From an optimization exercise on the open Yosys and OpenROAD flow, aimed at small area, a short achievable clock period and few clock cycles per item; shortcuts taken in it are not production practice.
RTL that was checked went through simulation tests only; none was proved equivalent to the original.
Power is estimated from default activity; no workload was simulated.

==> flow/design.v <==
package dmod_pkg;
  localparam int RAW_W = 16;
  localparam int VAL_W = 14;
  localparam int RC_W  = 3;
  localparam logic [VAL_W-1:0] NOT_READY = 14'd9999;
  localparam logic [RAW_W-1:0] FAULT_ZERO  = 16'd0;
  localparam logic [RAW_W-1:0] FAULT_LOW   = 16'd20;
  localparam logic [RAW_W-1:0] FAULT_HIGH  = 16'd8190;
  localparam logic [RAW_W-1:0] FAULT_RANGE = 16'd9999;
  localparam logic [VAL_W-1:0] ACCEPT_MIN_RST  = 14'd30;
  localparam logic [VAL_W-1:0] ACCEPT_MAX_RST  = 14'd2000;
  localparam logic [VAL_W-1:0] STOP_DIST_RST   = 14'd200;
  localparam logic [RC_W-1:0]  READY_COUNT_RST = 3'd3;
  typedef enum logic [1:0] {
    CFG_ACCEPT_MIN  = 2'd0,
    CFG_ACCEPT_MAX  = 2'd1,
    CFG_STOP_DIST   = 2'd2,
    CFG_READY_COUNT = 2'd3
  } cfg_idx_t;
  typedef struct packed {
    logic [RAW_W-1:0] left_raw;
    logic [RAW_W-1:0] right_raw;
  } dmod_in_t;
  typedef struct packed {
    logic [VAL_W-1:0] left_median;
    logic [VAL_W-1:0] right_median;
    logic             obstacle;
    logic             obstacle_changed;
  } dmod_out_t;
  typedef struct packed {
    logic [VAL_W-1:0] median;
    logic             ready;
  } side_res_t;
endpackage
import dmod_pkg::*;
module dmod_ring #(
  parameter int WINDOW = 7,
  localparam int CNT_W = $clog2(WINDOW + 1)
) (
  input  logic                                   clk,
  input  logic                                   rst_n,
  input  logic                                   load,
  input  logic [dmod_pkg::RAW_W-1:0]             raw,
  input  logic [dmod_pkg::VAL_W-1:0]             accept_min,
  input  logic [dmod_pkg::VAL_W-1:0]             accept_max,
  input  logic                                   apply,
  output logic [WINDOW-1:0][dmod_pkg::VAL_W-1:0] ring,
  output logic [WINDOW-1:0][CNT_W-1:0]           rel,
  output logic [WINDOW-1:0]                      occ
);
  logic [WINDOW-1:0][VAL_W-1:0] val_r;
  logic [WINDOW-1:0][CNT_W-1:0] rel_r, rel_nxt;
  logic [WINDOW-1:0]            occ_r;
  logic [CNT_W-1:0]             neg_mid;
  logic [1:0]                   below_lo, below_hi;
  logic                         full, mid_up, drop, up, down, ua, ub, push;
  logic [VAL_W-1:0]  x_r;
  logic              ok_r;
  logic [WINDOW-2:0] lt_r;         
  logic [WINDOW-2:0] cmp_win, lt_nxt, lt_x;
  logic              cmp_prev, below_min, above_max, ok;
  logic [WINDOW-1:0] occ_at_apply;
  for (genvar g = 0; g < WINDOW - 1; g++) begin : g_cmp
    dmod_lt u_lt (.a(val_r[g]), .b(raw[VAL_W-1:0]), .lt(cmp_win[g]));
  end
  dmod_lt u_prev  (.a(x_r), .b(raw[VAL_W-1:0]), .lt(cmp_prev));
  dmod_lt u_below (.a(raw[VAL_W-1:0]), .b(accept_min), .lt(below_min));
  dmod_lt u_above (.a(accept_max), .b(raw[VAL_W-1:0]), .lt(above_max));
  assign ok = (raw != FAULT_ZERO) && (raw != FAULT_LOW) &&
              (raw != FAULT_HIGH) && (raw != FAULT_RANGE) &&
              (raw[RAW_W-1:VAL_W] == '0) && !below_min && !above_max;
  assign push = apply && ok_r;
  always_comb begin
    occ_at_apply = push ? {occ_r[WINDOW-2:0], 1'b1} : occ_r;
    for (int i = 0; i < WINDOW - 1; i++) begin
      if (push) begin
        lt_nxt[i] = (i == 0) ? cmp_prev : cmp_win[i-1];
      end else begin
        lt_nxt[i] = cmp_win[i];
      end
      lt_nxt[i] = lt_nxt[i] && occ_at_apply[i];
    end
  end
  always_ff @(posedge clk) begin
    if (load) begin
      x_r        <= raw[VAL_W-1:0];
      ok_r       <= ok;
      lt_r       <= lt_nxt;
    end
  end
  always_comb begin
    lt_x     = lt_r;
    full = occ_r[WINDOW-1];
    if (occ_r[4])      neg_mid = 3'd5;
    else if (occ_r[2]) neg_mid = 3'd6;
    else if (occ_r[0]) neg_mid = 3'd7;
    else               neg_mid = 3'd0;
    mid_up = (occ_r[0] && !occ_r[1]) || (occ_r[2] && !occ_r[3]) ||
             (occ_r[4] && !occ_r[5]);
    below_lo = 2'(lt_x[0]) + 2'(lt_x[1]) + 2'(lt_x[2]);
    below_hi = 2'(lt_x[3]) + 2'(lt_x[4]) + 2'(lt_x[5]);
    rel_nxt[0] = CNT_W'(below_lo) + CNT_W'(below_hi) + neg_mid;
    for (int i = 0; i < WINDOW - 1; i++) begin
      drop = 1'b0;
      for (int k = 0; k < CNT_W; k++) begin
        ua = rel_r[WINDOW-1][k] ^ (k == CNT_W - 1);
        ub = rel_r[i][k] ^ (k == CNT_W - 1);
        drop = (~ua & ub) | ((~ua | ub) & drop);
      end
      drop = drop && full;
      up   = !lt_x[i] && !drop && !mid_up;
      down = lt_x[i] && (drop || mid_up);
      rel_nxt[i+1][0] = rel_r[i][0] ^ (up || down);
      rel_nxt[i+1][1] = rel_r[i][1] ^ ((up && rel_r[i][0]) || (down && !rel_r[i][0]));
      rel_nxt[i+1][2] = rel_r[i][2] ^ ((up && rel_r[i][1] && rel_r[i][0]) ||
                                       (down && !rel_r[i][1] && !rel_r[i][0]));
    end
  end
  always_ff @(posedge clk) begin
    if (!rst_n) begin
      occ_r <= '0;
    end else if (push) begin
      occ_r <= {occ_r[WINDOW-2:0], 1'b1};
    end
  end
  always_ff @(posedge clk) begin
    if (push) begin
      val_r <= {val_r[WINDOW-2:0], x_r};
      rel_r <= rel_nxt;
    end
  end
  assign ring = val_r;
  assign rel  = rel_r;
  assign occ  = occ_r;
endmodule
import dmod_pkg::*;
module dmod_select #(
  parameter int WINDOW = 7,
  localparam int CNT_W = $clog2(WINDOW + 1),
  localparam int CMP_W = (CNT_W > dmod_pkg::RC_W) ? CNT_W : dmod_pkg::RC_W
) (
  input  logic [WINDOW-1:0][dmod_pkg::VAL_W-1:0] ring,
  input  logic [WINDOW-1:0][CNT_W-1:0]           rel,
  input  logic [WINDOW-1:0]                      occ,
  input  logic [dmod_pkg::RC_W-1:0]              ready_count,
  output logic [dmod_pkg::VAL_W-1:0]             picked,
  output dmod_pkg::side_res_t                    res
);
  logic ready;
  always_comb begin
    picked = '0;
    for (int i = 0; i < WINDOW; i++) begin
      picked = picked | ({VAL_W{occ[i] && (rel[i] == '0)}} & ring[i]);
    end
    ready = occ[0];
    for (int k = 2; k <= WINDOW; k++) begin
      if (CMP_W'(ready_count) == CMP_W'(k)) begin
        ready = occ[k-1];
      end
    end
    res.ready  = ready;
    res.median = ready ? picked : NOT_READY;
  end
endmodule
module dmod_lt #(
  parameter int W = dmod_pkg::VAL_W
) (
  input  logic [W-1:0] a,
  input  logic [W-1:0] b,
  output logic         lt
);
  always_comb begin
    lt = 1'b0;
    for (int i = 0; i < W; i++) begin
      lt = (~a[i] & b[i]) | ((~a[i] | b[i]) & lt);
    end
  end
endmodule
import dmod_pkg::*;
module dual_median_obstacle_detector_unit #(
  parameter int WINDOW = 7
) (
  input  logic                               clk,
  input  logic                               rst_n,
  input  logic                               in_valid,
  output logic                               in_stall,
  input  logic [31:0]                        in_data,
  output logic                               out_valid,
  input  logic                               out_stall,
  output logic [29:0]                        out_data,
  input  logic                               cfg_we,
  input  logic [1:0]                         cfg_index,
  input  logic [dmod_pkg::VAL_W-1:0]         cfg_wdata
);
  dmod_pkg::dmod_in_t in_s;
  assign in_s = in_data;
  localparam int CNT_W = $clog2(WINDOW + 1);
  logic [VAL_W-1:0] accept_min_r, accept_max_r, stop_dist_r;
  logic [RC_W-1:0]  ready_count_r;
  always_ff @(posedge clk) begin
    if (!rst_n) begin
      accept_min_r  <= ACCEPT_MIN_RST;
      accept_max_r  <= ACCEPT_MAX_RST;
      stop_dist_r   <= STOP_DIST_RST;
      ready_count_r <= READY_COUNT_RST;
    end else if (cfg_we) begin
      unique case (cfg_index)
        CFG_ACCEPT_MIN:  accept_min_r  <= cfg_wdata;
        CFG_ACCEPT_MAX:  accept_max_r  <= cfg_wdata;
        CFG_STOP_DIST:   stop_dist_r   <= cfg_wdata;
        CFG_READY_COUNT: ready_count_r <= cfg_wdata[RC_W-1:0];
        default:         accept_min_r  <= accept_min_r;
      endcase
    end
  end
  logic             in_stall_r;
  logic             a_valid_r;
  logic             in_accept;
  logic             pend_r;       
  logic             skid_valid_r;
  logic             out_valid_r;
  logic             obstacle_r;   
  logic             go, apply, capture, head_free;
  logic             a_valid_nxt, pend_nxt, skid_valid_nxt, out_valid_nxt;
  assign in_accept = in_valid && !in_stall_r;
  assign go        = !pend_r || !skid_valid_r;
  assign apply     = a_valid_r && go;
  assign capture   = pend_r && !skid_valid_r;
  assign head_free = !out_valid_r || !out_stall;
  always_comb begin
    a_valid_nxt    = in_accept || (a_valid_r && !go);
    pend_nxt       = apply || (pend_r && skid_valid_r);
    skid_valid_nxt = (skid_valid_r || capture) && !head_free;
    out_valid_nxt  = head_free ? (skid_valid_r || capture) : out_valid_r;
  end
  always_ff @(posedge clk) begin
    if (!rst_n) begin
      in_stall_r   <= 1'b0;
      a_valid_r    <= 1'b0;
      pend_r       <= 1'b0;
      skid_valid_r <= 1'b0;
      out_valid_r  <= 1'b0;
    end else begin
      in_stall_r   <= a_valid_nxt && pend_nxt && skid_valid_nxt;
      a_valid_r    <= a_valid_nxt;
      pend_r       <= pend_nxt;
      skid_valid_r <= skid_valid_nxt;
      out_valid_r  <= out_valid_nxt;
    end
  end
  logic [WINDOW-1:0][VAL_W-1:0] left_ring, right_ring;
  logic [WINDOW-1:0][CNT_W-1:0] left_rel, right_rel;
  logic [WINDOW-1:0]            left_occ, right_occ;
  logic [VAL_W-1:0]             left_picked, right_picked;
  dmod_pkg::side_res_t          left_res, right_res;
  dmod_ring #(.WINDOW(WINDOW)) u_left_ring (
    .clk        (clk),
    .rst_n      (rst_n),
    .load       (!in_stall_r),
    .raw        (in_s.left_raw),
    .accept_min (accept_min_r),
    .accept_max (accept_max_r),
    .apply      (apply),
    .ring       (left_ring),
    .rel        (left_rel),
    .occ        (left_occ)
  );
  dmod_ring #(.WINDOW(WINDOW)) u_right_ring (
    .clk        (clk),
    .rst_n      (rst_n),
    .load       (!in_stall_r),
    .raw        (in_s.right_raw),
    .accept_min (accept_min_r),
    .accept_max (accept_max_r),
    .apply      (apply),
    .ring       (right_ring),
    .rel        (right_rel),
    .occ        (right_occ)
  );
  dmod_select #(.WINDOW(WINDOW)) u_left_sel (
    .ring        (left_ring),
    .rel         (left_rel),
    .occ         (left_occ),
    .ready_count (ready_count_r),
    .picked      (left_picked),
    .res         (left_res)
  );
  dmod_select #(.WINDOW(WINDOW)) u_right_sel (
    .ring        (right_ring),
    .rel         (right_rel),
    .occ         (right_occ),
    .ready_count (ready_count_r),
    .picked      (right_picked),
    .res         (right_res)
  );
  logic                obstacle_nxt;
  logic                left_near, right_near;
  dmod_lt u_left_near  (.a(left_picked),  .b(stop_dist_r), .lt(left_near));
  dmod_lt u_right_near (.a(right_picked), .b(stop_dist_r), .lt(right_near));
  dmod_pkg::dmod_out_t res_nxt, skid_r, out_data_r;
  always_comb begin
    obstacle_nxt = (left_res.ready && left_near) ||
                   (right_res.ready && right_near);
    res_nxt.left_median      = left_res.median;
    res_nxt.right_median     = right_res.median;
    res_nxt.obstacle         = obstacle_nxt;
    res_nxt.obstacle_changed = obstacle_r;
  end
  always_ff @(posedge clk) begin
    if (!rst_n) begin
      obstacle_r <= 1'b0;
    end else if (capture) begin
      obstacle_r <= obstacle_nxt;
    end
  end
  always_ff @(posedge clk) begin
    if (!skid_valid_r) begin
      skid_r <= res_nxt;
    end
  end
  always_ff @(posedge clk) begin
    if (head_free) begin
      out_data_r <= skid_valid_r ? skid_r : res_nxt;
    end
  end
  assign in_stall  = in_stall_r;
  assign out_valid = out_valid_r;
  assign out_data  = {out_data_r[29:1], out_data_r.obstacle ^ out_data_r.obstacle_changed};
endmodule
clock: 8.0 ns
lec_check: 0
cap_margin: 20
core_margin: 2
core_utilization: 40
cts_buf_list: sky130_fd_sc_hd__clkbuf_8
cts_cluster_diameter: 60
cts_cluster_size: 14
setup_slack_margin: 5
slew_margin: 20
synth_hierarchical: 1
run.sh (not shown) runs the stock make flow with config.mk's settings and CLKGATE_MAP_FILE= SYNTH_SCRIPT=/design/flow/synth_recipe.tcl, a recipe that flattens the netlist after the stock synthesis.
Testbench counts at the start, summed over its fixed seeds: cycles 16,024, items 16,000.
Rerun with:
--- a/flow/design.v
+++ b/flow/design.v
@@ -53,45 +53,30 @@
   logic [WINDOW-1:0]            occ_r;
   logic [CNT_W-1:0]             neg_mid;
   logic [1:0]                   below_lo, below_hi;
   logic                         full, mid_up, drop, up, down, ua, ub, push;
   logic [VAL_W-1:0]  x_r;
-  logic              ok_r;
-  logic [WINDOW-2:0] lt_r;         
-  logic [WINDOW-2:0] cmp_win, lt_nxt, lt_x;
-  logic              cmp_prev, below_min, above_max, ok;
-  logic [WINDOW-1:0] occ_at_apply;
-  for (genvar g = 0; g < WINDOW - 1; g++) begin : g_cmp
-    dmod_lt u_lt (.a(val_r[g]), .b(raw[VAL_W-1:0]), .lt(cmp_win[g]));
-  end
-  dmod_lt u_prev  (.a(x_r), .b(raw[VAL_W-1:0]), .lt(cmp_prev));
-  dmod_lt u_below (.a(raw[VAL_W-1:0]), .b(accept_min), .lt(below_min));
-  dmod_lt u_above (.a(accept_max), .b(raw[VAL_W-1:0]), .lt(above_max));
-  assign ok = (raw != FAULT_ZERO) && (raw != FAULT_LOW) &&
-              (raw != FAULT_HIGH) && (raw != FAULT_RANGE) &&
-              (raw[RAW_W-1:VAL_W] == '0) && !below_min && !above_max;
-  assign push = apply && ok_r;
-  always_comb begin
-    occ_at_apply = push ? {occ_r[WINDOW-2:0], 1'b1} : occ_r;
-    for (int i = 0; i < WINDOW - 1; i++) begin
-      if (push) begin
-        lt_nxt[i] = (i == 0) ? cmp_prev : cmp_win[i-1];
-      end else begin
-        lt_nxt[i] = cmp_win[i];
-      end
-      lt_nxt[i] = lt_nxt[i] && occ_at_apply[i];
-    end
-  end
+  logic              sane_r;       
+  logic [WINDOW-2:0] lt_x;         
+  logic              below_min, above_max;
   always_ff @(posedge clk) begin
     if (load) begin
-      x_r        <= raw[VAL_W-1:0];
-      ok_r       <= ok;
-      lt_r       <= lt_nxt;
+      x_r    <= raw[VAL_W-1:0];
+      sane_r <= (raw != FAULT_ZERO) && (raw != FAULT_LOW) &&
+                (raw != FAULT_HIGH) && (raw != FAULT_RANGE) &&
+                (raw[RAW_W-1:VAL_W] == '0);
     end
   end
+  dmod_lt u_below (.a(x_r), .b(accept_min), .lt(below_min));
+  dmod_lt u_above (.a(accept_max), .b(x_r), .lt(above_max));
+  assign push = apply && sane_r && !below_min && !above_max;
+  for (genvar g = 0; g < WINDOW - 1; g++) begin : g_cmp
+    logic lt_g;
+    dmod_lt u_lt (.a(val_r[g]), .b(x_r), .lt(lt_g));
+    assign lt_x[g] = occ_r[g] && lt_g;
+  end
   always_comb begin
-    lt_x     = lt_r;
     full = occ_r[WINDOW-1];
     if (occ_r[4])      neg_mid = 3'd5;
     else if (occ_r[2]) neg_mid = 3'd6;
     else if (occ_r[0]) neg_mid = 3'd7;
     else               neg_mid = 3'd0;
After rerunning: Worst hold slack gains 0.025 ns; synthesized cell count decreases by about 7%; clock-buffer cell count goes down by 5; cell area went up by 0.98%; utilization came out higher by 2.4 points; total power drops by 1.6%; routed wire length shrinks by about 0.3%; via count fell by 2.5%; fmax goes down by about 20%; global-route usage increases by 1.1 points; worst setup slack is worse by 0.73 ns; first-iteration DRC count went up by about 5.4%.
Function not checked in the second run of this note: the RTL went through the layout flow alone.

========
// dual_median_obstacle_detector_unit: RTL as listed in full above, without the edits since
export LEC_CHECK = 0
export CAP_MARGIN = 20
export CORE_MARGIN = 2
export CORE_UTILIZATION = 55
export CTS_BUF_LIST = sky130_fd_sc_hd__clkbuf_8
export CTS_CLUSTER_DIAMETER = 60
export CTS_CLUSTER_SIZE = 14
export SETUP_SLACK_MARGIN = 5
export SLEW_MARGIN = 20
export SYNTH_HIERARCHICAL = 1
create_clock -name core_clock -period 8.0 [get_ports {clk}]
standard.sh (not shown) runs the stock make flow with config.mk's settings and CLKGATE_MAP_FILE= SYNTH_SCRIPT=/design/flow/synth_recipe.tcl, a recipe that flattens the netlist after the stock synthesis.
==> flow/flow/run.sh <==
#!/bin/bash
# The standard layout with the port buffers made from buf_2 cells instead of
# the default delay buffers. make's output goes to standard.log; each step's
# tool log is under orfs/logs/.
set -euo pipefail
bash standard.sh "BUFFER_PORTS_ARGS=-buffer_cell sky130_fd_sc_hd__buf_2" finish > standard.log 2>&1
Testbench counts at the start, summed over its fixed seeds: cycles 16,024, items 16,000.
Edit:
--- a/flow/design.v
+++ b/flow/design.v
@@ -55,41 +55,41 @@
   logic [1:0]                   below_lo, below_hi;
   logic                         full, mid_up, drop, up, down, ua, ub, push;
   logic [VAL_W-1:0]  x_r;
-  logic              ok_r;
-  logic [WINDOW-2:0] lt_r;         
-  logic [WINDOW-2:0] cmp_win, lt_nxt, lt_x;
-  logic              cmp_prev, below_min, above_max, ok;
-  logic [WINDOW-1:0] occ_at_apply;
+  logic              sane_r;       
+  logic [WINDOW-2:0] cmp_win_r;    
+  logic              cmp_prev_r;   
+  logic              shift_r;      
+  logic [WINDOW-2:0] cmp_win, lt_x;
+  logic              cmp_prev, below_min, above_max;
   for (genvar g = 0; g < WINDOW - 1; g++) begin : g_cmp
     dmod_lt u_lt (.a(val_r[g]), .b(raw[VAL_W-1:0]), .lt(cmp_win[g]));
   end
-  dmod_lt u_prev  (.a(x_r), .b(raw[VAL_W-1:0]), .lt(cmp_prev));
-  dmod_lt u_below (.a(raw[VAL_W-1:0]), .b(accept_min), .lt(below_min));
-  dmod_lt u_above (.a(accept_max), .b(raw[VAL_W-1:0]), .lt(above_max));
-  assign ok = (raw != FAULT_ZERO) && (raw != FAULT_LOW) &&
-              (raw != FAULT_HIGH) && (raw != FAULT_RANGE) &&
-              (raw[RAW_W-1:VAL_W] == '0) && !below_min && !above_max;
-  assign push = apply && ok_r;
+  dmod_lt u_prev (.a(x_r), .b(raw[VAL_W-1:0]), .lt(cmp_prev));
+  always_ff @(posedge clk) begin
+    if (load) begin
+      x_r        <= raw[VAL_W-1:0];
+      sane_r     <= (raw != FAULT_ZERO) && (raw != FAULT_LOW) &&
+                    (raw != FAULT_HIGH) && (raw != FAULT_RANGE) &&
+                    (raw[RAW_W-1:VAL_W] == '0);
+      cmp_win_r  <= cmp_win;
+      cmp_prev_r <= cmp_prev;
+      shift_r    <= push;
+    end
+  end
+  dmod_lt u_below (.a(x_r), .b(accept_min), .lt(below_min));
+  dmod_lt u_above (.a(accept_max), .b(x_r), .lt(above_max));
+  assign push = apply && sane_r && !below_min && !above_max;
   always_comb begin
-    occ_at_apply = push ? {occ_r[WINDOW-2:0], 1'b1} : occ_r;
     for (int i = 0; i < WINDOW - 1; i++) begin
-      if (push) begin
-        lt_nxt[i] = (i == 0) ? cmp_prev : cmp_win[i-1];
+      if (shift_r) begin
+        lt_x[i] = (i == 0) ? cmp_prev_r : cmp_win_r[i-1];
       end else begin
-        lt_nxt[i] = cmp_win[i];
+        lt_x[i] = cmp_win_r[i];
       end
-      lt_nxt[i] = lt_nxt[i] && occ_at_apply[i];
-    end
-  end
-  always_ff @(posedge clk) begin
-    if (load) begin
-      x_r        <= raw[VAL_W-1:0];
-      ok_r       <= ok;
-      lt_r       <= lt_nxt;
+      lt_x[i] = lt_x[i] && occ_r[i];
     end
   end
   always_comb begin
-    lt_x     = lt_r;
     full = occ_r[WINDOW-1];
     if (occ_r[4])      neg_mid = 3'd5;
     else if (occ_r[2]) neg_mid = 3'd6;
The new run passed the timing, design-rule and antenna checks.
Clock-buffer cell count goes up by 2.
Cell count goes down by 1.0%.
Register-to-register slack loses 50 ps.
Non-clock buffer count goes down by 9.
Routed wire length goes down by 1.7%.
Final area goes up by 0.52%.
First-iteration DRC count goes down by 4.3%.
Utilization goes up by 0.17 points.
Combinational power goes down by about 1%.
Global-route usage stays flat.
Clock skew stays flat.
Power goes up by 0.49%.
Only the layout flow was run in the second run of this note; the RTL was not checked for function there.

## re-timing with driven ports
No port has a modelled driver above. Below, the same layouts with a new extraction and two added sets of constraints. Step 1 assumes that a clkbuf_16 drives the clock port and a buf_2 every other input. Step 2 moves the port delays by t, midway between the first and last clock arrival at a register: inputs arrive t later, outputs are due t later. That takes back most of the time a late clock gives input paths. Three values: ideal, step 1, step 2; two values: the first two.
| run | shift t [ns] | setup WS [ns] | latest minus earliest clock arrival (ns) | pins driven straight from the clock port |
|---|---|---|---|---|
| the first run of note 1 | 0.677 | 5.078 / 5.024 / 4.442 | 0.040 / 0.041 | 1 |
| the second run of note 1 | 0.676 | 4.343 / 4.343 / 4.343 | 0.040 / 0.040 | 1 |
| the first run of note 2 | 0.689 | 5.007 / 4.956 / 4.437 | 0.024 / 0.024 | 1 |
| the second run of note 2 | 0.679 | 4.957 / 4.957 / 4.705 | 0.026 / 0.027 | 1 |
After both steps every run listed still meets setup and hold. The setup slack of the first run of note 1, which loses most, moves by -0.054 ns with the drivers and by -0.636 ns with both steps.
